Source: an optimization exercise on an open RTL-to-GDS flow (aim: small area). Production flows keep margins and buffers that such runs may drop. Function was checked by simulation only, so behaviour that the tests miss may differ from the original. Power figures rest on the tool's default switching activity, not on a simulated workload. No driver is modelled on the clock port, so clocking that relies on it looks cheaper here than on a real chip.

**flow/config.mk**
```make
export PLATFORM = sky130hd
export DESIGN_NAME = ahb_sub_top
export DESIGN_NICKNAME = ahb_sub_top
export VERILOG_FILES = /design/flow/design.v
export SDC_FILE = /design/flow/constraint.sdc
export NUM_CORES = 4
export LEC_CHECK = 0
export CAP_MARGIN = 20
export CORE_MARGIN = 2
export CORE_UTILIZATION = 40
export SLEW_MARGIN = 20
export SYNTH_MEMORY_MAX_BITS = 16384
```
**flow/constraint.sdc**
```tcl
create_clock -name core_clock -period 5.0 [get_ports {HCLK}]
set_input_delay 1.0000 -clock core_clock [delete_from_list [all_inputs] [get_ports {HCLK}]]
set_output_delay 1.0000 -clock core_clock [all_outputs]
set_load 0.01 [all_outputs]
```
**flow/design.v**
```verilog
package ahb_sub_pkg;
  localparam int ADDR_W     = 32;
  localparam int DATA_W     = 32;
  localparam int BE_W       = DATA_W / 8;
  localparam int MEM_WORDS  = 256;
  localparam int WORD_IDX_W = $clog2(MEM_WORDS);
  localparam int BYTE_OFF_W = $clog2(BE_W);
  localparam int UPPER_W    = ADDR_W - WORD_IDX_W - BYTE_OFF_W;
  localparam logic [1:0] HTRANS_IDLE   = 2'b00;
  localparam logic [1:0] HTRANS_BUSY   = 2'b01;
  localparam logic [1:0] HTRANS_NONSEQ = 2'b10;
  localparam logic [1:0] HTRANS_SEQ    = 2'b11;
  localparam logic [2:0] HSIZE_BYTE = 3'b000;
  localparam logic [2:0] HSIZE_HALF = 3'b001;
  localparam logic [2:0] HSIZE_WORD = 3'b010;
  localparam logic HRESP_OKAY  = 1'b0;
  localparam logic HRESP_ERROR = 1'b1;
  localparam logic [1:0] ST_OKAY       = 2'd0;
  localparam logic [1:0] ST_ERR_FIRST  = 2'd1;
  localparam logic [1:0] ST_ERR_SECOND = 2'd2;
  typedef union packed {
    logic [ADDR_W-1:0] raw;
    struct packed {
      logic [UPPER_W-1:0]    upper;
      logic [WORD_IDX_W-1:0] word_idx;
      logic [BYTE_OFF_W-1:0] byte_off;
    } f;
  } ahb_addr_u;
endpackage
`timescale 1ns/1ps
module ahb_lane_decode (
  input  logic [2:0]                         hsize,
  input  logic [ahb_sub_pkg::BYTE_OFF_W-1:0] byte_off,
  output logic [ahb_sub_pkg::BE_W-1:0]       lane_be,
  output logic                               size_ok
);
  always_comb begin
    lane_be = '0;
    size_ok = 1'b0;
    case (hsize)
      ahb_sub_pkg::HSIZE_BYTE: begin
        lane_be[byte_off] = 1'b1;
        size_ok           = 1'b1;
      end
      ahb_sub_pkg::HSIZE_HALF: begin
        lane_be[{byte_off[1], 1'b0} +: 2] = 2'b11;
        size_ok                           = ~byte_off[0];
      end
      ahb_sub_pkg::HSIZE_WORD: begin
        lane_be = '1;
        size_ok = (byte_off == '0);
      end
      default: begin
        lane_be = '0;
        size_ok = 1'b0;
      end
    endcase
  end
endmodule
`timescale 1ns/1ps
module ahb_sub_ctrl (
  input  logic                                 HCLK,
  input  logic                                 HRESETn,
  input  logic                                 hsel,
  input  ahb_sub_pkg::ahb_addr_u               haddr,
  input  logic [1:0]                           htrans,
  input  logic                                 hwrite,
  input  logic                                 hready,
  input  logic [ahb_sub_pkg::BE_W-1:0]         lane_be,
  input  logic                                 size_ok,
  output logic                                 rd_en,
  output logic [ahb_sub_pkg::WORD_IDX_W-1:0]   wr_word,
  output logic [ahb_sub_pkg::BE_W-1:0]         wr_be,
  output logic                                 hresp,
  output logic                                 hreadyout
);
  logic [1:0]                   state_q;
  logic [1:0]                   state_d;
  logic                         trans_active;
  logic                         accept;
  logic                         legal;
  logic [ahb_sub_pkg::BE_W-1:0] wr_be_q;
  always_comb begin
    case (htrans)
      ahb_sub_pkg::HTRANS_IDLE,
      ahb_sub_pkg::HTRANS_BUSY:   trans_active = 1'b0;
      ahb_sub_pkg::HTRANS_NONSEQ,
      ahb_sub_pkg::HTRANS_SEQ:    trans_active = 1'b1;
      default:                    trans_active = 1'b0;
    endcase
  end
  assign accept = hsel & hready & hreadyout & trans_active;
  assign legal = size_ok & (haddr.f.upper == '0);
  assign rd_en = accept & legal & ~hwrite;
  always_comb begin
    state_d = state_q;
    case (state_q)
      ahb_sub_pkg::ST_OKAY: begin
        if (accept && !legal) begin
          state_d = ahb_sub_pkg::ST_ERR_FIRST;
        end
      end
      ahb_sub_pkg::ST_ERR_FIRST: begin
        state_d = ahb_sub_pkg::ST_ERR_SECOND;
      end
      ahb_sub_pkg::ST_ERR_SECOND: begin
        if (hready) begin
          state_d = (accept && !legal) ? ahb_sub_pkg::ST_ERR_FIRST
                                       : ahb_sub_pkg::ST_OKAY;
        end
      end
      default: begin
        state_d = ahb_sub_pkg::ST_OKAY;
      end
    endcase
  end
  assign hreadyout = (state_q != ahb_sub_pkg::ST_ERR_FIRST);
  assign hresp     = (state_q == ahb_sub_pkg::ST_OKAY) ? ahb_sub_pkg::HRESP_OKAY
                                                       : ahb_sub_pkg::HRESP_ERROR;
  always_ff @(posedge HCLK or negedge HRESETn) begin
    if (!HRESETn) begin
      state_q <= ahb_sub_pkg::ST_OKAY;
      wr_be_q <= '0;
    end else begin
      state_q <= state_d;
      if (accept && legal && hwrite) begin
        wr_be_q <= lane_be;
      end else if (hready) begin
        wr_be_q <= '0;
      end
    end
  end
  always_ff @(posedge HCLK) begin
    if (accept && hwrite) begin
      wr_word <= haddr.f.word_idx;
    end
  end
  assign wr_be = wr_be_q & {ahb_sub_pkg::BE_W{hready}};
endmodule
`timescale 1ns/1ps
module ahb_sub_mem (
  input  logic                                HCLK,
  input  logic                                HRESETn,
  input  logic                                rd_en,
  input  ahb_sub_pkg::ahb_addr_u              rd_addr,
  input  logic [ahb_sub_pkg::WORD_IDX_W-1:0]  wr_word,
  input  logic [ahb_sub_pkg::BE_W-1:0]        wr_be,
  input  logic [ahb_sub_pkg::DATA_W-1:0]      hwdata,
  output logic [ahb_sub_pkg::DATA_W-1:0]      hrdata
);
  logic [ahb_sub_pkg::DATA_W-1:0] mem_q [ahb_sub_pkg::MEM_WORDS];
  logic [ahb_sub_pkg::DATA_W-1:0] rd_word;
  always_ff @(posedge HCLK) begin
    for (int i = 0; i < ahb_sub_pkg::BE_W; i++) begin
      if (wr_be[i]) begin
        mem_q[wr_word][8*i +: 8] <= hwdata[8*i +: 8];
      end
    end
  end
  always_comb begin
    rd_word = mem_q[rd_addr.f.word_idx];
    for (int i = 0; i < ahb_sub_pkg::BE_W; i++) begin
      if (wr_be[i] && (wr_word == rd_addr.f.word_idx)) begin
        rd_word[8*i +: 8] = hwdata[8*i +: 8];
      end
    end
  end
  always_ff @(posedge HCLK or negedge HRESETn) begin
    if (!HRESETn) begin
      hrdata <= '0;
    end else if (rd_en) begin
      hrdata <= rd_word;
    end
  end
endmodule
`timescale 1ns/1ps
module ahb_sub_top (
  input  logic                               HCLK,
  input  logic                               HRESETn,
  input  logic                               hsel,
  input  logic [ahb_sub_pkg::ADDR_W-1:0]     haddr,
  input  logic [1:0]                         htrans,
  input  logic                               hwrite,
  input  logic [2:0]                         hsize,
  input  logic [ahb_sub_pkg::DATA_W-1:0]     hwdata,
  input  logic                               hready,
  output logic [ahb_sub_pkg::DATA_W-1:0]     hrdata,
  output logic                               hresp,
  output logic                               hreadyout
);
  ahb_sub_pkg::ahb_addr_u               haddr_u;
  logic [ahb_sub_pkg::BE_W-1:0]         lane_be;
  logic                                 size_ok;
  logic                                 rd_en;
  logic [ahb_sub_pkg::WORD_IDX_W-1:0]   wr_word;
  logic [ahb_sub_pkg::BE_W-1:0]         wr_be;
  assign haddr_u.raw = haddr;
  ahb_lane_decode i_lane_decode (
    .hsize    (hsize),
    .byte_off (haddr_u.f.byte_off),
    .lane_be  (lane_be),
    .size_ok  (size_ok)
  );
  ahb_sub_ctrl i_ctrl (
    .HCLK      (HCLK),
    .HRESETn   (HRESETn),
    .hsel      (hsel),
    .haddr     (haddr_u),
    .htrans    (htrans),
    .hwrite    (hwrite),
    .hready    (hready),
    .lane_be   (lane_be),
    .size_ok   (size_ok),
    .rd_en     (rd_en),
    .wr_word   (wr_word),
    .wr_be     (wr_be),
    .hresp     (hresp),
    .hreadyout (hreadyout)
  );
  ahb_sub_mem i_mem (
    .HCLK    (HCLK),
    .HRESETn (HRESETn),
    .rd_en   (rd_en),
    .rd_addr (haddr_u),
    .wr_word (wr_word),
    .wr_be   (wr_be),
    .hwdata  (hwdata),
    .hrdata  (hrdata)
  );
endmodule
```
**flow/run.sh**
```bash
#!/bin/bash
# synth_recipe.tcl (not shown) runs the flow's synth.tcl, then flattens the netlist and writes it again
# the make line also repeats each setting of config.mk as NAME=value (left out here)
make -C /OpenROAD-flow-scripts/flow DESIGN_CONFIG=/design/flow/config.mk WORK_HOME=/design/flow/orfs CLKGATE_MAP_FILE= SYNTH_SCRIPT=/design/flow/synth_recipe.tcl finish
```
==> results of run 1 <==
## path summary, 6_finish.rpt
| path | from | end | slack (ns) |
|---|---|---|---|
| setup / recovery | i_ctrl.wr_word[5]$_DFFE_PP_ | i_mem.mem_q[227][16]$_DFFE_PP_ | 0.81 |
| hold / removal | hwdata[8] | i_mem.mem_q[215][8]$_DFFE_PP_ | 0.20 |
| setup reg to reg | i_ctrl.wr_word[5]$_DFFE_PP_ | i_mem.mem_q[227][16]$_DFFE_PP_ | 0.81 |
| hold reg to reg | i_ctrl.state_q[0]$_DFFE_PN0P_ | i_ctrl.state_q[0]$_DFFE_PN0P_ | 0.48 |
| max in group asynchronous | HRESETn | i_ctrl.wr_be_q[0]$_DFFE_PN0P_ | 3.56 |
| min in group asynchronous | HRESETn | i_mem.hrdata[11]$_DFFE_PN0P_ | 0.49 |
## per-stage QoR
stage                     cell area (µm²)   util  total power [mW]
after floorplan                    317000      -              80.6
after global placement             336000  0.425              84.2
after detailed placement           336000  0.425              84.3
after CTS                          362000  0.457               143
after global routing               362000  0.457               146
final                              362000  0.457               143
## synth_stat cells (3+ instances only)
cell      instances  area, µm²
buf_6            15        169
nand3_1         109        546
and2_1            6       37.5
o21ai_0          66        330
buf_1           105        394
a21o_1           32        240
clkbuf_1        421       1580
nor2b_1          11       68.8
o221ai_1         56        490
or2_2             7       43.8
mux2i_1         784       7850
and4b_1           3       30.0
dfrtp_1          38        951
nor3b_1           3       22.5
a21oi_1         171        856
or3_1            24        150
o211ai_1         87        653
buf_4            79        593
nand3b_1          4       30.0
mux2_2           40        450
a22oi_1         439       3300
nand4_1          34        213
nor3_1          183        916
buf_2           309       1550
a221oi_1         24        210
inv_1             6       22.5
o22ai_1         326       2040
nor4_1          112        701
nand2b_1         46        288
mux4_2         1784      40200
a211oi_1          9       67.6
o21ai_1          29        145
nand2_1         382       1430
edfxtp_1       8200     246000
nor4bb_1          3       30.0
nor2_1         1156       4340
xor2_1            8       70.1
## power by group through the flow
stage	registers (mW)	clock network (mW)	logic, mW
after floorplan	77.4	0	3.18
after global placement	77.4	0	6.85
after detailed placement	77.4	0	6.95
after CTS	75.9	60.3	6.96
after global routing	75.9	62.9	7.25
final	75.9	59.7	6.97
## metal layers
layer / vias to the layer above / routed length, µm
li1: 64600 / -
met1: 85400 / 358000
met2: 7973 / 418000
met3: 1393 / 93100
met4: 24 / 35000
met5: - / 486
## flip-flops by register name, summed over array words and instances (netlist names)
name,count
i_ctrl.state_q,2
i_ctrl.wr_word,8
i_ctrl.wr_be_q,4
i_mem.mem_q,8192
i_mem.hrdata,32
## cell families after synthesis
kind of cell	count (synthesis)	synth area share
AOI/OAI and AO/OA	1244	0.0264
xor gates and xnor gates	8	0.000221
buffers and inverters	935	0.0136
DFF	8238	0.779
muxes	2608	0.153
and+or+nand+nor	2088	0.0280
## critical path: cells and delay by family, from the launching register on
family / cells / cell delay [ns]
DFF: 1 / 0.65
and+or+nand+nor: 4 / 3.12
## layout make-up
type | count | area share
clock inverter | 464 | 0.0115
tap | 10500 | 0.0364
clock buffer | 1028 | 0.0596
antenna | 25 | 0.000173
inverter | 6 | 0.0000622
sequential | 8238 | 0.683
multi-input combinational | 5948 | 0.184
timing repair buffer | 879 | 0.0255
==> results.sh, run 1 <==
export IMPL_status="timing/DRC/antenna clean"
export IMPL_routabilityCongestion=0.876
export IMPL_finalCritPeriodShare=0.837
export IMPL_rows=327
export IMPL_totalWireLength_um=904000
export IMPL_syn_area_per_cell_um2=21.0
export IMPL_post_cts_resize_count=0
export IMPL_wl_per_cell_um=33.4
export IMPL_cp_start_kind="flip-flop"
export IMPL_groute_layer_met2_usage=0.342
export IMPL_portBuffers=106
export IMPL_arrival_ns=4.95
export IMPL_nets=16000
export IMPL_die_area_um2=800000
export IMPL_grt_max_degree=142
export IMPL_tritoncts="built"
export IMPL_core_area_um2=792000
export IMPL_grt_first_pass_wirelength_um=1250000
export IMPL_ys_seq_elements=8238
export IMPL_min_period_ns=4.19
export IMPL_path_cells="nand2b_1 -> nor2_2 -> nand2_1 -> nor2_1"
export IMPL_place_ws_ns=-0.191
export IMPL_grt_use_met3=0.0550
export IMPL_viasPerCell=5.88
export IMPL_p_leak_nw=112
export IMPL_clk_pin_slew_ns=0.06
export IMPL_maxCapViolCount=0
export IMPL_cts_buffer_depth=4
export IMPL_clkLatencyLatePin_ns=1.18
export IMPL_multi_input_area_um2=66700
export IMPL_area_growth_pct=14.1
export IMPL_die_w_um=895
export IMPL_fp_dieH_um=895
export IMPL_antenna_found_initial=82
export IMPL_hold_depth=1
export IMPL_yosysSeqAreaShare=0.779
export IMPL_p_sw_frac=0.217
export IMPL_drtPass1Iterations=6
export IMPL_relSlewSlack=0.191
export IMPL_synth_area_um2=317000
export IMPL_cell_internal_pwr_mw=112
export IMPL_critPathMaxFanout=16
export IMPL_slowest_stage="nor2_1"
export IMPL_tns_ns=0
export IMPL_reg2reg_depth=4
export IMPL_drv_slew=0
export IMPL_postRouteAntennaNets=0
export IMPL_endpoint_kind="flip-flop"
export IMPL_hpwl_um=592000
export IMPL_cts_made_buffers=819
export IMPL_fmaxAchievable_ghz=0.239
export IMPL_setup_ws_ns=0.814
export IMPL_synthArstFlopShare=0.00461
export IMPL_rsz0062_at_grt="false"
export IMPL_syn_inst=15100
export IMPL_skew_ns=0.0826
export IMPL_drt_iter0_drc=23200
export IMPL_boundaryPins=108
export IMPL_synthesis_nets=15200
export IMPL_synth_edf_count=8200
export IMPL_clockRootBuffer="clkbuf_16"
export IMPL_ir_worst_vdd_mv=0.439
export IMPL_fillers=65500
export IMPL_comb_power_share=0.049
export IMPL_worst_setup_path_type="flip-flop to flip-flop"
export IMPL_vias=159000
export IMPL_cellPowerDensity_nw_per_um2=394
export IMPL_cts_sinks=8238
export IMPL_grt_busiest_layer="met2"
export IMPL_track_usage=0.220
export IMPL_hold_ws_ns=0.196
export IMPL_worstPathRequired_ns=5.77
export IMPL_place_inst=25600
export IMPL_regArea_um2=247000
export IMPL_seq_power_share=0.532
export IMPL_finalSetupViolations=0
export IMPL_hold_class="input port to flip-flop"
export IMPL_htreeDepth=6
export IMPL_final_common_cell="edfxtp_1"
export IMPL_synth_warnings=3
export IMPL_start_util=0.401
export IMPL_layout_drive_gt1_share=0.235
export IMPL_hold_violations=0
export IMPL_first_global_vias=157000
export IMPL_clkPwrFrac=0.419
export IMPL_final_cells=27100
export IMPL_worst_slew_pin_slew_ns=1.21
export IMPL_remaining_drc_errors=0
export IMPL_hold_buffers=1
export IMPL_use_met1=0.307
export IMPL_synth_cell_types=47
export IMPL_layout_common_cells="edfxtp_1 (8,200), mux4_2 (1,784), nor2_1 (1,137)"
export IMPL_post_cts_setup_buffers=0
export IMPL_dominantRegCellSynth="edfxtp_1"
export IMPL_max_stage_delay_ns=1.02
export IMPL_p_switching_mw=31.0
export IMPL_grt_overflow=0
==> run 2: changes to the inputs <==
--- a/flow/design.v
+++ b/flow/design.v
@@ -78,3 +78,2 @@
   logic [1:0]                   state_d;
-  logic                         trans_active;
   logic                         accept;
@@ -82,12 +81,3 @@
   logic [ahb_sub_pkg::BE_W-1:0] wr_be_q;
-  always_comb begin
-    case (htrans)
-      ahb_sub_pkg::HTRANS_IDLE,
-      ahb_sub_pkg::HTRANS_BUSY:   trans_active = 1'b0;
-      ahb_sub_pkg::HTRANS_NONSEQ,
-      ahb_sub_pkg::HTRANS_SEQ:    trans_active = 1'b1;
-      default:                    trans_active = 1'b0;
-    endcase
-  end
-  assign accept = hsel & hready & hreadyout & trans_active;
+  assign accept = hsel & hready & hreadyout & htrans[1];
   assign legal = size_ok & (haddr.f.upper == '0);
@@ -142,3 +132,2 @@
   input  logic                                HCLK,
-  input  logic                                HRESETn,
   input  logic                                rd_en,
@@ -150,14 +139,41 @@
 );
-  logic [ahb_sub_pkg::DATA_W-1:0] mem_q [ahb_sub_pkg::MEM_WORDS];
-  logic [ahb_sub_pkg::DATA_W-1:0] rd_word;
+  localparam int W  = ahb_sub_pkg::DATA_W;
+  localparam int N  = ahb_sub_pkg::MEM_WORDS;
+  localparam int BW = ahb_sub_pkg::BE_W;
+  localparam int AW = ahb_sub_pkg::WORD_IDX_W;
+  logic         phase_q;
+  logic [N-1:0] wrow;
+  logic [N-1:0] rrow;
+  logic [W-1:0] col;
+  logic [W-1:0] q [N];
+  logic [W-1:0] rd_raw;
+  logic [W-1:0] rd_word;
   always_ff @(posedge HCLK) begin
-    for (int i = 0; i < ahb_sub_pkg::BE_W; i++) begin
-      if (wr_be[i]) begin
-        mem_q[wr_word][8*i +: 8] <= hwdata[8*i +: 8];
-      end
-    end
-  end
-  always_comb begin
-    rd_word = mem_q[rd_addr.f.word_idx];
-    for (int i = 0; i < ahb_sub_pkg::BE_W; i++) begin
+    phase_q <= ~phase_q;
+  end
+  always_comb begin
+    for (int r = 0; r < N; r++) begin
+      wrow[r] = (wr_word == r[AW-1:0]);
+      rrow[r] = (rd_addr.f.word_idx == r[AW-1:0]);
+    end
+    for (int b = 0; b < W; b++) begin
+      col[b] = ~wr_be[b/8] | (hwdata[b] ^ phase_q);
+    end
+  end
+  for (genvar r = 0; r < N; r++) begin : g_row
+    logic [BW-1:0] wsel;
+    assign wsel = wr_be & {BW{wrow[r]}};
+    for (genvar b = 0; b < W; b++) begin : g_bit
+      always_ff @(posedge HCLK) begin
+        q[r][b] <= ~((q[r][b] | wsel[b/8]) & (~wrow[r] | col[b]));
+      end
+    end
+  end
+  always_comb begin
+    rd_raw = '0;
+    for (int r = 0; r < N; r++) begin
+      rd_raw = rd_raw | (q[r] & {W{rrow[r]}});
+    end
+    rd_word = rd_raw ^ {W{phase_q}};
+    for (int i = 0; i < BW; i++) begin
       if (wr_be[i] && (wr_word == rd_addr.f.word_idx)) begin
@@ -167,6 +183,4 @@
   end
-  always_ff @(posedge HCLK or negedge HRESETn) begin
-    if (!HRESETn) begin
-      hrdata <= '0;
-    end else if (rd_en) begin
+  always_ff @(posedge HCLK) begin
+    if (rd_en) begin
       hrdata <= rd_word;
@@ -221,3 +235,2 @@
     .HCLK    (HCLK),
-    .HRESETn (HRESETn),
     .rd_en   (rd_en),
--- a/flow/config.mk
+++ b/flow/config.mk
@@ -7,6 +7,10 @@
 export LEC_CHECK = 0
-export CAP_MARGIN = 20
+export CAP_MARGIN = 10
 export CORE_MARGIN = 2
-export CORE_UTILIZATION = 40
-export SLEW_MARGIN = 20
+export CORE_UTILIZATION = 65
+export CTS_BUF_LIST = sky130_fd_sc_hd__clkbuf_16
+export CTS_CLUSTER_DIAMETER = 80
+export CTS_CLUSTER_SIZE = 40
+export GPL_TIMING_DRIVEN = 0
+export SLEW_MARGIN = 10
 export SYNTH_MEMORY_MAX_BITS = 16384
==> run 2 against run 1 <==
The run now fails in 5_1_grt. Synthesized cell count increased by 80%. Synthesized area decreased by 12%.
==> results.sh, run 2 <==
export IMPL_ys_top_cells_by_area="dfxtp_1 (58%), o22ai_1 (19%), a22oi_1 (5.2%)"
export IMPL_routabilityCongestion=2.14
export IMPL_track_usage=1.27
export IMPL_cts_made_buffers=263
export IMPL_synthesis_nets=27200
export IMPL_start_util=0.652
export IMPL_clockRootBuffer="clkbuf_16"
export IMPL_synth_cell_types=63
export IMPL_grt_max_degree=42
export IMPL_dominantRegCellSynth="dfxtp_1"
export IMPL_syn_area_per_cell_um2=10.3
export IMPL_fp_dieH_um=661
export IMPL_synth_edf_count=40
export IMPL_synth_top_area_frac=0.584
export IMPL_place_ws_ns=-5.14
export IMPL_ys_seq_elements=8239
export IMPL_place_inst=33500
export IMPL_rows=241
export IMPL_synth_largest_area_cell="dfxtp_1"
export IMPL_status="stopped before the end"
export IMPL_placed_cell_area_um2=301000
export IMPL_htreeDepth=5
export IMPL_grt_overflow=104000
export IMPL_grt_first_pass_wirelength_um=3590000
export IMPL_die_w_um=661
export IMPL_syn_inst=27200
export IMPL_cts_buffer_depth=4
export IMPL_synthArstFlopShare=0.000728
export IMPL_synth_area_um2=281000
export IMPL_cts_sinks=8239
export IMPL_yosysSeqAreaShare=0.589
export IMPL_yosysMostFrequentCell="o22ai_1"
export IMPL_failed_stage="5_1_grt"
export IMPL_hpwl_um=2220000
export IMPL_boundaryPins=108
export IMPL_stop_error="[ERROR GRT-0116] Global routing finished with congestion. Check the congestion regions in the DRC Viewer."
export IMPL_first_global_vias=321000
export IMPL_synth_common_cells="o22ai_1 (8,722), dfxtp_1 (8,193), clkbuf_1 (2,366), a22oi_1 (1,953), nor2_1 (1,274)"
export IMPL_portBuffers=106
export IMPL_synth_warnings=4
export IMPL_hold_buffers=0
==> run 2: changes by cell type after synthesis, sizes merged, moves of 405 or more <==
cell | before | now
o22ai | 326 | 8722
mux4 | 1784 | 0
clkbuf | 421 | 2366
a22oi | 439 | 1953
a221oi | 24 | 429
a22o | 1 | 586
edfxtp | 8200 | 40
mux2i | 784 | 2
dfxtp | 0 | 8193
==> run 2: layer usage <==
layer	global-route usage	GRT overflow
met2	1.60	55200
met3	1.06	11700
met1	1.23	29100
met5	0.976	1390
met4	1.08	6932
==> run 2: cell families after synthesis <==
family / share of synthesized area
muxes: 0.000994
AOI/OAI and AO/OA: 0.315
xor gates and xnor gates: 0.00225
buffers and inverters: 0.0425
DFF: 0.589
and+or+nand+nor: 0.0501
==> run 2: worst min path at each step <==
stage                                          to                     from  depth (start not counted)  slack, ns
floorplan                 i_mem.q[106][0]$_DFF_P_  i_mem.q[106][0]$_DFF_P_                          1       0.40
global placement          i_mem.q[30][28]$_DFF_P_  i_mem.q[30][28]$_DFF_P_                          1       0.41
detailed placement        i_mem.q[91][15]$_DFF_P_  i_mem.q[91][15]$_DFF_P_                          1       0.42
CTS                 i_ctrl.wr_be_q[3]$_DFFE_PN0P_                  HRESETn                          1       0.17
==> run 2: power by group through the flow <==
stage | clock, mW | combinational (mW) | sequential (mW)
after CTS | 31.6 | 3.18 | 65.8
after detailed placement | 0 | 3.07 | 67.2
after global placement | 0 | 2.81 | 67.2
after floorplan | 0 | 0.597 | 67.2
==> run 2: timing repair <==
| item | 4_1_cts |
|---|---|
| pin swaps | 55 |
| gates resized for setup | 1118 |
| hold endpoints to repair | 0 |
| buffers inserted | 23 |
| setup endpoints to repair | 399 |
==> run 2: through the flow <==
step | util | TNS (ns) | total power [mW]
floorplan | - | 0 | 67.8
global placement | 0.671 | -4636.52 | 70.0
detailed placement | 0.698 | -1340.86 | 70.3
CTS | 0.727 | -1.95 | 101
==> run 3: changes to the inputs <==
--- a/flow/design.v
+++ b/flow/design.v
@@ -130,2 +130,19 @@
 `timescale 1ns/1ps
+module ahb_sub_mem_col (
+  input  logic                             HCLK,
+  input  logic [ahb_sub_pkg::MEM_WORDS-1:0] nwrow,
+  input  logic [ahb_sub_pkg::MEM_WORDS-1:0] wsel,
+  input  logic [ahb_sub_pkg::MEM_WORDS-1:0] rrow,
+  input  logic                             col,
+  output logic                             rd
+);
+  localparam int N = ahb_sub_pkg::MEM_WORDS;
+  logic [N-1:0] q;
+  for (genvar r = 0; r < N; r++) begin : g_word
+    always_ff @(posedge HCLK) begin
+      q[r] <= ~((q[r] | wsel[r]) & (nwrow[r] | col));
+    end
+  end
+  assign rd = |(q & rrow);
+endmodule
 module ahb_sub_mem (
@@ -146,4 +163,4 @@
   logic [N-1:0] rrow;
+  logic [N-1:0] wsel [BW];
   logic [W-1:0] col;
-  logic [W-1:0] q [N];
   logic [W-1:0] rd_raw;
@@ -151,3 +168,3 @@
   always_ff @(posedge HCLK) begin
-    phase_q <= ~phase_q;
+    phase_q <= (phase_q !== 1'b1);
   end
@@ -158,2 +175,5 @@
     end
+    for (int i = 0; i < BW; i++) begin
+      wsel[i] = wrow & {N{wr_be[i]}};
+    end
     for (int b = 0; b < W; b++) begin
@@ -162,16 +182,13 @@
   end
-  for (genvar r = 0; r < N; r++) begin : g_row
-    logic [BW-1:0] wsel;
-    assign wsel = wr_be & {BW{wrow[r]}};
-    for (genvar b = 0; b < W; b++) begin : g_bit
-      always_ff @(posedge HCLK) begin
-        q[r][b] <= ~((q[r][b] | wsel[b/8]) & (~wrow[r] | col[b]));
-      end
-    end
-  end
-  always_comb begin
-    rd_raw = '0;
-    for (int r = 0; r < N; r++) begin
-      rd_raw = rd_raw | (q[r] & {W{rrow[r]}});
-    end
+  for (genvar b = 0; b < W; b++) begin : g_col
+    ahb_sub_mem_col u_col (
+      .HCLK (HCLK),
+      .nwrow(~wrow),
+      .wsel (wsel[b/8]),
+      .rrow (rrow),
+      .col  (col[b]),
+      .rd   (rd_raw[b])
+    );
+  end
+  always_comb begin
     rd_word = rd_raw ^ {W{phase_q}};
==> flow/flow/run.sh (new file) <==
#!/bin/bash
# Layout of the RAM subordinate: the standard ORFS flow with three changes.
#  - Global placement first places the 256 x 32 array as a regular grid (one
#    word per row, each bit slot holding its flip-flop and the o22ai gate that
#    drives it), ordered by where an unconstrained placement put the words and
#    bits; the rest of the logic is then placed around it (array_place.tcl).
#  - The buffers synthesis inserted are removed before placement, so that
#    repair_design buffers the placed netlist instead.
#  - CTS inserts no dummy loads.
# Every step's full log stays under orfs/logs/; make's own output goes to
# flow_make.log in this folder.
set -euo pipefail
here=$(pwd)
export ARRAY_PITCH=36
export ARRAY_ROW0=11
export ARRAY_X0=40
export PRE_GLOBAL_PLACE_SKIP_IO_TCL=$here/flow/pre_skip_io.tcl
export PRE_GLOBAL_PLACE_TCL=$here/flow/array_place.tcl
export POST_GLOBAL_PLACE_TCL=$here/flow/array_unfix.tcl
export CTS_ARGS="-sink_clustering_enable -repair_clock_nets -sink_clustering_size 30 -sink_clustering_max_diameter 80 -buf_list sky130_fd_sc_hd__clkbuf_16 -dont_use_dummy_load"
bash standard.sh finish > "$here/flow_make.log" 2>&1
==> flow/flow/array_place.tcl (new file) <==
# Place the RAM array as a regular grid before global placement: one word per
# row, bit b in slot b of ARRAY_PITCH sites, each slot holding the bit's
# flip-flop and the o22ai gate that drives its D pin. All 32 bit columns are
# the same synthesized module, so their read trees pair words alike; the
# words are put in the order a depth-first walk of bit 0's read tree meets
# them, so each tree gate sits next to the words it combines. The cells are
# FIRM during global placement, which places the rest of the logic around
# them.
set block [ord::get_db_block]
set pitch_sites $::env(ARRAY_PITCH)
set row0 $::env(ARRAY_ROW0)
set x0_sites $::env(ARRAY_X0)

set rows [$block getRows]
set site_w [[[lindex $rows 0] getSite] getWidth]
set tap_w [[[ord::get_db] findMaster $::env(TAP_CELL_NAME)] getWidth]

# tap cells per row y
set taps [dict create]
foreach inst [$block getInsts] {
  if {[[$inst getMaster] getName] eq $::env(TAP_CELL_NAME)} {
    set loc [$inst getLocation]
    dict lappend taps [lindex $loc 1] [lindex $loc 0]
  }
}

# first x at or after x where a cell of width w does not overlap any tap
proc free_x {tlist x w tw} {
  set moved 1
  while {$moved} {
    set moved 0
    foreach t $tlist {
      if {$x < $t + $tw && $t < $x + $w} { set x [expr {$t + $tw}]; set moved 1 }
    }
  }
  return $x
}

proc out_net {inst} {
  foreach it [$inst getITerms] {
    if {[$it isOutputSignal]} { return [$it getNet] }
  }
  return "NULL"
}

proc d_driver {inst} {
  foreach it [$inst getITerms] {
    if {[[$it getMTerm] getName] eq "D"} {
      foreach it2 [[$it getNet] getITerms] {
        if {[$it2 isOutputSignal]} { return [$it2 getInst] }
      }
    }
  }
  return ""
}

proc is_seq {inst} {
  return [[$inst getMaster] isSequential]
}

# flops by bit and word
set flops [dict create]
foreach inst [$block getInsts] {
  if {[regexp {^i_mem\.g_col\\\[(\d+)\\\]\.u_col\.q\\\[(\d+)\\\]\$_DFF_P_$} [$inst getName] -> b r]} {
    dict set flops $b $r $inst
  }
}

# word order: path from bit 0's read-tree root down to each word, sorted
set keys {}
dict for {r inst} [dict get $flops 0] {
  set own [d_driver $inst]
  set cur ""
  set net [out_net $inst]
  foreach it [$net getITerms] {
    set li [$it getInst]
    if {$li ne $inst && $li ne $own && [$it isInputSignal] && ![is_seq $li]} { set cur $li; break }
  }
  set path {}
  set steps 0
  while {$cur ne "" && $steps < 40} {
    set path [linsert $path 0 [format %08d [$cur getId]]]
    set net [out_net $cur]
    set nxt ""
    if {$net ne "NULL"} {
      foreach it [$net getITerms] {
        if {[$it isInputSignal] && ![is_seq [$it getInst]]} { set nxt [$it getInst]; break }
      }
    }
    set cur $nxt
    incr steps
  }
  lappend keys [list $r [join $path .]]
}
set wpos [dict create]
set i 0
foreach e [lsort -index 1 $keys] { dict set wpos [lindex $e 0] $i; incr i }

set placed 0
set ::array_insts {}
dict for {b col} $flops {
  dict for {r inst} $col {
    set row [lindex $rows [expr {$row0 + [dict get $wpos $r]}]]
    set rb [$row getBBox]
    set y [$rb yMin]
    set orient [$row getOrient]
    set tl {}
    if {[dict exists $taps $y]} { set tl [dict get $taps $y] }
    set xs [expr {[$rb xMin] + ($x0_sites + $b * $pitch_sites) * $site_w}]
    set drv [d_driver $inst]
    set fw [[$inst getMaster] getWidth]
    set fx [free_x $tl $xs $fw $tap_w]
    $inst setOrient $orient
    $inst setLocation $fx $y
    $inst setPlacementStatus FIRM
    lappend ::array_insts $inst
    incr placed
    if {$drv ne ""} {
      set dw [[$drv getMaster] getWidth]
      set dx [free_x $tl [expr {$fx + $fw}] $dw $tap_w]
      $drv setOrient $orient
      $drv setLocation $dx $y
      $drv setPlacementStatus FIRM
      lappend ::array_insts $drv
    }
  }
}
puts "array_place: placed $placed flip-flops with their D drivers"
==> flow/flow/array_unfix.tcl (new file) <==
# Release the array cells so that later legalization and resizing may touch them.
foreach inst $::array_insts { $inst setPlacementStatus PLACED }
puts "array_unfix: released [llength $::array_insts] cells"
==> flow/flow/pre_skip_io.tcl (new file) <==
# the buffers synthesis put in were placed blind; repair_design rebuffers the
# placed netlist
remove_buffers
==> flow/standard.sh (new file) <==
#!/bin/bash
# synth_recipe.tcl (not shown) runs the flow's synth.tcl, then flattens the netlist and writes it again
# the make line also repeats each setting of config.mk as NAME=value (left out here)
make -C /OpenROAD-flow-scripts/flow DESIGN_CONFIG=/design/flow/config.mk WORK_HOME=/design/flow/orfs CLKGATE_MAP_FILE= SYNTH_SCRIPT=/design/flow/synth_recipe.tcl "${@:-finish}"
==> flow/config.mk (replaced) <==
export PLATFORM = sky130hd
export DESIGN_NAME = ahb_sub_top
export DESIGN_NICKNAME = ahb_sub_top
export VERILOG_FILES = /design/flow/design.v
export SDC_FILE = /design/flow/constraint.sdc
export NUM_CORES = 4
export LEC_CHECK = 0
export CAP_MARGIN = 10
export CORE_AREA = 5 5 575 765
export DIE_AREA = 0 0 580 770
export GPL_TIMING_DRIVEN = 0
export PLACE_DENSITY = 0.8
export SLEW_MARGIN = 10
export SYNTH_HIERARCHICAL = 1
export SYNTH_MEMORY_MAX_BITS = 16384
removed: flow/run.sh
==> run 3 against run 2 <==
The flow again stops in 5_1_grt. Synthesized area is 1.1% lower. Synthesized cell count fell by 10%.
==> results.sh, run 3 <==
export IMPL_status="stopped before the end"
export IMPL_failed_stage="5_1_grt"
export IMPL_stop_error="[ERROR GRT-0232] Routing congestion too high. Check the congestion heatmap in the GUI."
export IMPL_synthArstFlopShare=0.000728
export IMPL_yosysSeqAreaShare=0.596
export IMPL_cts_buffer_depth=4
export IMPL_ys_seq_elements=8239
export IMPL_die_w_um=580
export IMPL_crit_endpoint="i_mem.hrdata[26]$_DFFE_PP_/D"
export IMPL_cts_made_buffers=313
export IMPL_grt_overflow=98
export IMPL_hpwl_um=753000
export IMPL_portBuffers=106
export IMPL_hold_buffers=0
export IMPL_synth_xor_xnor_area_share=0.00227
export IMPL_antenna_found_initial=108
export IMPL_boundaryPins=108
export IMPL_track_usage=0.548
export IMPL_synth_fa_ha_area_frac=0
export IMPL_synthSimpleGateAreaFrac=0.0482
export IMPL_syn_inst=24300
export IMPL_clockRootBuffer="clkbuf_16"
export IMPL_synth_largest_area_cell="dfxtp_1"
export IMPL_synth_compound_area_frac=0.334
export IMPL_syn_area_per_cell_um2=11.4
export IMPL_synth_common_cells="dfxtp_1 (8,193), o22ai_1 (8,192), a22o_1 (2,048), clkbuf_1 (1,276), a221oi_1 (1,152)"
export IMPL_grt_max_degree=151
export IMPL_synthMuxAreaShare=0.00141
export IMPL_synth_area_um2=278000
export IMPL_ys_top_cells_by_area="dfxtp_1 (59%), o22ai_1 (18%), a22o_1 (6.5%)"
export IMPL_synth_top_area_frac=0.591
export IMPL_fp_dieH_um=770
export IMPL_htreeDepth=5
export IMPL_dominantRegCellSynth="dfxtp_1"
export IMPL_worst_ep_kind="register input"
export IMPL_synth_cell_types=40
export IMPL_synth_top_family_by_area="compound AO/OA/AOI/OAI gates"
export IMPL_yosysMostFrequentCell="dfxtp_1"
export IMPL_synth_edf_count=40
export IMPL_start_util=0.642
export IMPL_rows=279
export IMPL_cts_sinks=8239
export IMPL_synth_warnings=12
export IMPL_synthesis_nets=24400
run 3: cell count changes after synthesis, moves of 845 or more:
cell / change
a22oi_1: -1953
clkbuf_1: -1090
a221oi_2: +896
and3_1: +845
nor2_1: -992
a22o_1: +1462
run 3: kinds of logic after synthesis:
group	after synthesis
AO/OA/AOI/OAI	12300
flip-flops	8239
AND/OR/NAND/NOR	2363
buffers and inverters	1335
XOR/XNOR	72
multiplexers	32
run 3: what timing repair did:
item                                    4_1_cts
resized for setup                            74
endpoints found under the hold margin         0
setup buffers                                47
endpoints found under the setup margin       32
pin swaps                                    20
run 3: Yosys stat by module (local to each module, per instance), excerpt:
| module | copies in the design | cells inside | area (µm²) |
|---|---|---|---|
| ahb_sub_mem_col | 32 | 689 | 8260 |
| ahb_lane_decode | 1 | 16 | 77.6 |
| ahb_sub_ctrl | 1 | 49 | 633 |
| ahb_sub_mem | 1 | 2230 | 12600 |
run 3: how the worst max path moves through the flow:
stage               slack [ns]                                  end                        start
floorplan                 0.03           i_mem.hrdata[15]$_DFFE_PP_                     haddr[8]
global placement        -16.51  i_mem.g_col[31].u_col.q[77]$_DFF_P_  i_ctrl.wr_word[7]$_DFFE_PP_
detailed placement       -2.75           i_mem.hrdata[31]$_DFFE_PP_                     haddr[8]
CTS                       0.05           i_mem.hrdata[31]$_DFFE_PP_                     haddr[2]
run 3: stage by stage:
step / instances / cell area, µm² / setup TNS, ns / power, mW / worst slack, ns
after floorplan: 24300 / 278000 / 0 / 67.3 / 0.0291
after detailed placement: 29500 / 297000 / -54.85 / 67.8 / -2.75
after global placement: 28900 / 281000 / - / 67.6 / -16.51
after CTS: 29800 / 306000 / 0 / 96.4 / 0.0494
run 3: power groups by stage:
stage	clock (mW)	combinational, mW	sequential [mW]
after CTS	30.0	0.673	65.6
after floorplan	0	0.183	67.1
after global placement	0	0.414	67.1
after detailed placement	0	0.613	67.1
run 3: layer usage:
metal  GRT overflow  track usage
met2             32        0.608
met4             30        0.346
met3             18        0.401
met5              5        0.254
met1             13        0.701
==> run 4: changes to the inputs <==
--- a/flow/design.v
+++ b/flow/design.v
@@ -70,3 +70,2 @@
   input  logic                                 size_ok,
-  output logic                                 rd_en,
   output logic [ahb_sub_pkg::WORD_IDX_W-1:0]   wr_word,
@@ -83,3 +82,2 @@
   assign legal = size_ok & (haddr.f.upper == '0);
-  assign rd_en = accept & legal & ~hwrite;
   always_comb begin
@@ -145,3 +143,15 @@
   end
-  assign rd = |(q & rrow);
+  localparam int NG = N / 8;
+  logic [NG-1:0] y8;   
+  for (genvar k = 0; k < NG; k++) begin : g_rd8
+    ahb_sub_rd8 u_g (.q(q[8*k +: 8]), .s(rrow[8*k +: 8]), .y(y8[k]));
+  end
+  assign rd = |y8;
+endmodule
+module ahb_sub_rd8 (
+  input  logic [7:0] q,
+  input  logic [7:0] s,
+  output logic       y
+);
+  assign y = |(q & s);
 endmodule
@@ -149,3 +159,2 @@
   input  logic                                HCLK,
-  input  logic                                rd_en,
   input  ahb_sub_pkg::ahb_addr_u              rd_addr,
@@ -192,7 +201,8 @@
   end
-  always_comb begin
-    rd_word = rd_raw ^ {W{phase_q}};
+  logic [W-1:0] rd_q;
+  always_comb begin
+    rd_word = rd_raw;
     for (int i = 0; i < BW; i++) begin
       if (wr_be[i] && (wr_word == rd_addr.f.word_idx)) begin
-        rd_word[8*i +: 8] = hwdata[8*i +: 8];
+        rd_word[8*i +: 8] = hwdata[8*i +: 8] ^ {8{phase_q}};
       end
@@ -201,6 +211,5 @@
   always_ff @(posedge HCLK) begin
-    if (rd_en) begin
-      hrdata <= rd_word;
-    end
-  end
+    rd_q <= rd_word;
+  end
+  assign hrdata = rd_q ^ {W{~phase_q}};
 endmodule
@@ -224,3 +233,2 @@
   logic                                 size_ok;
-  logic                                 rd_en;
   logic [ahb_sub_pkg::WORD_IDX_W-1:0]   wr_word;
@@ -244,3 +252,2 @@
     .size_ok   (size_ok),
-    .rd_en     (rd_en),
     .wr_word   (wr_word),
@@ -252,3 +259,2 @@
     .HCLK    (HCLK),
-    .rd_en   (rd_en),
     .rd_addr (haddr_u),
--- a/flow/flow/run.sh
+++ b/flow/flow/run.sh
@@ -1,7 +1,8 @@
 #!/bin/bash
-# Layout of the RAM subordinate: the standard ORFS flow with three changes.
+# Layout of the RAM subordinate: the standard ORFS flow with four changes.
 #  - Global placement first places the 256 x 32 array as a regular grid (one
 #    word per row, each bit slot holding its flip-flop and the o22ai gate that
-#    drives it), ordered by where an unconstrained placement put the words and
-#    bits; the rest of the logic is then placed around it (array_place.tcl).
+#    drives it), with the words in the order of the read tree that all bit
+#    columns share; the rest of the logic is then placed around it
+#    (array_place.tcl).
 #  - The buffers synthesis inserted are removed before placement, so that
@@ -9,2 +10,4 @@
 #  - CTS inserts no dummy loads.
+#  - Port buffers are buf_2 cells rather than the delay cell buffer_ports
+#    picks by default.
 # Every step's full log stays under orfs/logs/; make's own output goes to
@@ -19,2 +22,3 @@
 export POST_GLOBAL_PLACE_TCL=$here/flow/array_unfix.tcl
+export BUFFER_PORTS_ARGS="-buffer_cell sky130_fd_sc_hd__buf_2"
 export CTS_ARGS="-sink_clustering_enable -repair_clock_nets -sink_clustering_size 30 -sink_clustering_max_diameter 80 -buf_list sky130_fd_sc_hd__clkbuf_16 -dont_use_dummy_load"
--- a/flow/config.mk
+++ b/flow/config.mk
@@ -7,3 +7,3 @@
 export LEC_CHECK = 0
-export CAP_MARGIN = 10
+export CAP_MARGIN = 30
 export CORE_AREA = 5 5 575 765
@@ -12,3 +12,4 @@
 export PLACE_DENSITY = 0.8
-export SLEW_MARGIN = 10
+export SETUP_SLACK_MARGIN = 0.5
+export SLEW_MARGIN = 30
 export SYNTH_HIERARCHICAL = 1
==> run 4 against run 3 <==
Synthesized cell count increased by 2.0%. The run now finishes clean. Synthesized area decreased by 3.1%.
==> results.sh, run 4 <==
export IMPL_ys_top_cells_by_area="dfxtp_1 (61%), o22ai_1 (19%), a22oi_1 (11%)"
export IMPL_worst_setup_path_type="input port to flip-flop"
export IMPL_synthesis_nets=24900
export IMPL_skew_ns=0.0714
export IMPL_syn_inst=24800
export IMPL_fmaxAchievable_ghz=0.209
export IMPL_portBuffers=106
export IMPL_cellPowerDensity_nw_per_um2=322
export IMPL_critPathMaxFanout=22
export IMPL_cp_top_family="simple AND/OR/NAND/NOR gates"
export IMPL_viasPerCell=7.44
export IMPL_dominantRegCellSynth="dfxtp_1"
export IMPL_drtPass1Iterations=12
export IMPL_crit_path_end="i_mem.rd_q[27]$_DFF_P_"
export IMPL_synth_edf_count=8
export IMPL_path_cells="buf_2 -> nor2_2 -> nand3_4 -> buf_12 -> nor2_4 -> buf_16 -> a22oi_1 -> nand4_1 -> nor4_2 -> nand4_1 -> or2_1 -> mux2_2"
export IMPL_tritoncts="built"
export IMPL_antenna_found_initial=16
export IMPL_largest_registers="i_mem.g_col.u_col.q x8192, i_mem.rd_q x32, i_ctrl.wr_word x8"
export IMPL_synth_largest_area_cell="dfxtp_1"
export IMPL_die_area_um2=447000
export IMPL_setup_ws_ns=0.215
export IMPL_final_cells=30700
export IMPL_synth_common_cells="dfxtp_1 (8,225), o22ai_1 (8,192), a22oi_1 (4,096), nor2_1 (1,306), nand4_1 (1,090)"
export IMPL_first_global_vias=199000
export IMPL_endpoint_kind="flip-flop"
export IMPL_reg2reg_slack_ns=1.13
export IMPL_slowest_stage="or2_1"
export IMPL_arrival_ns=5.68
export IMPL_drt_iter0_drc=45500
export IMPL_syn_area_per_cell_um2=10.8
export IMPL_status="timing/DRC/antenna clean"
export IMPL_totalWireLength_um=879000
export IMPL_r2r_end="i_mem.g_col[10].u_col.q[34]$_DFF_P_"
export IMPL_die_w_um=580
export IMPL_ir_worst_vdd_mv=0.333
export IMPL_placed_cell_area_um2=291000
export IMPL_clk_pin_slew_ns=0.11
export IMPL_clockRootBuffer="clkbuf_16"
export IMPL_cts_made_buffers=313
export IMPL_hold_violations=0
export IMPL_synth_area_um2=269000
export IMPL_reg2reg_from="i_ctrl.wr_word[5]$_DFFE_PP_"
export IMPL_ys_seq_elements=8239
export IMPL_maxCapViolCount=0
export IMPL_layout_common_cells="dfxtp_1 (8,224), o22ai_1 (8,192), a22oi_1 (4,096)"
export IMPL_synthArstFlopShare=0.000728
export IMPL_rows=279
export IMPL_reg2reg_depth=6
export IMPL_boundaryPins=108
export IMPL_wl_per_cell_um=28.6
export IMPL_hold_ws_ns=0.293
export IMPL_finalSetupViolations=0
export IMPL_cts_sinks=8239
export IMPL_cp_depth=12
export IMPL_place_ws_ns=-0.930
export IMPL_core_area_um2=433000
export IMPL_largest_register="i_mem.g_col.u_col.q"
export IMPL_track_usage=0.371
export IMPL_clkLatencyLatePin_ns=1.00
export IMPL_cp_start_kind="input port"
export IMPL_place_inst=30300
export IMPL_nets=24900
export IMPL_hold_depth=3
export IMPL_relSlewSlack=0.0871
export IMPL_post_route_util=0.692
export IMPL_synth_top_area_frac=0.612
export IMPL_final_cell_area_um2=299000
export IMPL_rsz0062_at_grt="false"
export IMPL_synth_cell_types=37
export IMPL_htreeDepth=5
export IMPL_layout_drive_gt1_share=0.0735
export IMPL_cts_buffer_depth=4
export IMPL_synth_warnings=12
export IMPL_largest_register_ffs=8192
export IMPL_path_buf_inv=3
export IMPL_yosysSeqAreaShare=0.614
export IMPL_grt_first_pass_wirelength_um=1320000
export IMPL_worstPathRequired_ns=5.90
export IMPL_worst_slew_pin_slew_ns=1.36
export IMPL_critPathLaunch="haddr[2]"
export IMPL_p_leak_nw=103
export IMPL_grt_max_degree=148
export IMPL_max_stage_delay_ns=0.82
export IMPL_hold_class="input port to flip-flop"
export IMPL_fp_dieH_um=770
export IMPL_final_common_cell="dfxtp_1"
export IMPL_remaining_drc_errors=0
export IMPL_start_util=0.622
export IMPL_min_period_ns=4.78
export IMPL_hpwl_um=679000
export IMPL_postRouteAntennaNets=0
export IMPL_finalCritPeriodShare=0.957
export IMPL_vias=228000
export IMPL_yosysMostFrequentCell="dfxtp_1"
export IMPL_grt_overflow=0
export IMPL_fillers=27200
export IMPL_area_growth_pct=11.3
export IMPL_cpMostUsedCell="nand4_1"
export IMPL_drv_slew=0
==> run 4: cell count changes after synthesis, moves of 32 or more <==
cell	before	now
nor4_2	3	36
a221oi_2	896	0
a221oi_1	1152	0
nor4_1	132	226
nand4_1	546	1090
a22o_1	2048	0
clkbuf_1	1276	207
or2_1	0	32
nor2_1	282	1306
buf_2	10	879
dfxtp_1	8193	8225
a22oi_1	0	4096
and3_1	1025	0
edfxtp_1	40	8
==> run 4: cell families after synthesis <==
logic type	count (synthesis)	share of synthesized area
compound gates	12300	0.305
xor+xnor	72	0.00234
buf+inv	1116	0.0197
flops	8239	0.614
mux	32	0.00132
simple gates	3065	0.0577
==> run 4: worst min path at each step <==
stage / start / endpoint / slack (ns)
detailed placement: i_mem.g_col[26].u_col.q[207]$_DFF_P_ / i_mem.g_col[26].u_col.q[207]$_DFF_P_ / 0.44
floorplan: i_mem.g_col[0].u_col.q[100]$_DFF_P_ / i_mem.g_col[0].u_col.q[100]$_DFF_P_ / 0.42
CTS: hwrite / i_ctrl.wr_be_q[3]$_DFFE_PN0P_ / 0.24
global placement: i_mem.g_col[18].u_col.q[116]$_DFF_P_ / i_mem.g_col[18].u_col.q[116]$_DFF_P_ / 0.44
finish: hwrite / i_ctrl.wr_be_q[1]$_DFFE_PN0P_ / 0.29
global route: hwrite / i_ctrl.wr_be_q[3]$_DFFE_PN0P_ / 0.30
==> run 4: layout make-up <==
class / instances / area, µm² / area share
Timing Repair Buffer: 801 / 16800 / 0.0560
Tap cell: 5760 / 7210 / 0.0241
Sequential cell: 8239 / 165000 / 0.551
Multi-Input combinational cell: 15500 / 102000 / 0.341
Inverter: 17 / 97.6 / 0.000326
Antenna cell: 93 / 233 / 0.000778
Clock buffer: 313 / 7830 / 0.0262
==> run 4: per-stage QoR <==
step	TNS, ns	power, mW
CTS	0	96.2
floorplan	0	67.5
global placement	-	67.7
finish	0	96.3
detailed placement	-14.58	67.9
global route	0	98.6
==> run 4: per-module statistics from Yosys, one instance, submodules excluded, a selection <==
module	copies in the design	cells	area [µm²]	flops+latches
ahb_sub_ctrl	1	47	628	14
ahb_sub_mem_col	32	551	6940	256
ahb_lane_decode	1	16	77.6	0
ahb_sub_rd8	1024	5	36.3	0
ahb_sub_mem	1	2011	8990	33
==> run 4: power by group <==
group / switching (mW) / internal, mW / total (mW)
Combinational: 0.512 / 0.228 / 0.740
Sequential: 0.0437 / 65.7 / 65.7
Clock: 18.5 / 11.3 / 29.8
Total: 19.1 / 77.2 / 96.3
==> run 4: metal layers <==
| metal | vias up | share of wire | global-route usage |
|---|---|---|---|
| met4 | 20 | 0.042 | 0.128 |
| li1 | 104000 | - | - |
| met5 | - | 0.00023 | 0.00629 |
| met2 | 24400 | 0.30 | 0.384 |
| met3 | 2228 | 0.21 | 0.145 |
| met1 | 98100 | 0.45 | 0.641 |
==> run 4: worst reg2reg max path: stages, from the launching register on <==
cell      delay [ns]
edfxtp_1        0.69
nand2b_1        0.45
nor3_4          0.82
nand2_2         0.48
buf_12          0.32
nor2_1          0.70
o22ai_1         0.26
==> run 4: timing repair <==
action / 4_1_cts / 5_1_grt
hold buffers: 1 / 0
pin swaps: 0 / 1
buffers inserted: 0 / 4
hold endpoints to repair: 6 / 0
endpoints found under the setup margin: 11 / 15
resized for setup: 6 / 23

## afterwards: timing with drivers on the ports
No port has a modelled driver above. Below, the same layouts with a new extraction and two added sets of constraints.
Step 1 sets driving cells, clkbuf_16 on the clock port and buf_2 on the other inputs (assumed; they add their load-dependent delay and slew).
Step 2 moves the port delays by t, midway between the first and last clock arrival at a register: inputs arrive t later, outputs are due t later. That takes back most of the time a late clock gives input paths.
Three values: no drivers, after step 1, after step 2; two values: the first two.
run	shift t [ns]	setup slack, ns	hold slack, ns
run 1	1.274	0.814 / 0.814 / -0.277	0.196 / 0.132 / 0.483
run 4	1.079	0.215 / 0.296 / -0.784	0.293 / 0.210 / 0.448
Met with ideal ports but missed after step 2: setup timing in run 1 and run 4. The setup slack of run 1, which loses most, moves by 0.000 ns with the drivers and by -1.091 ns with both steps.
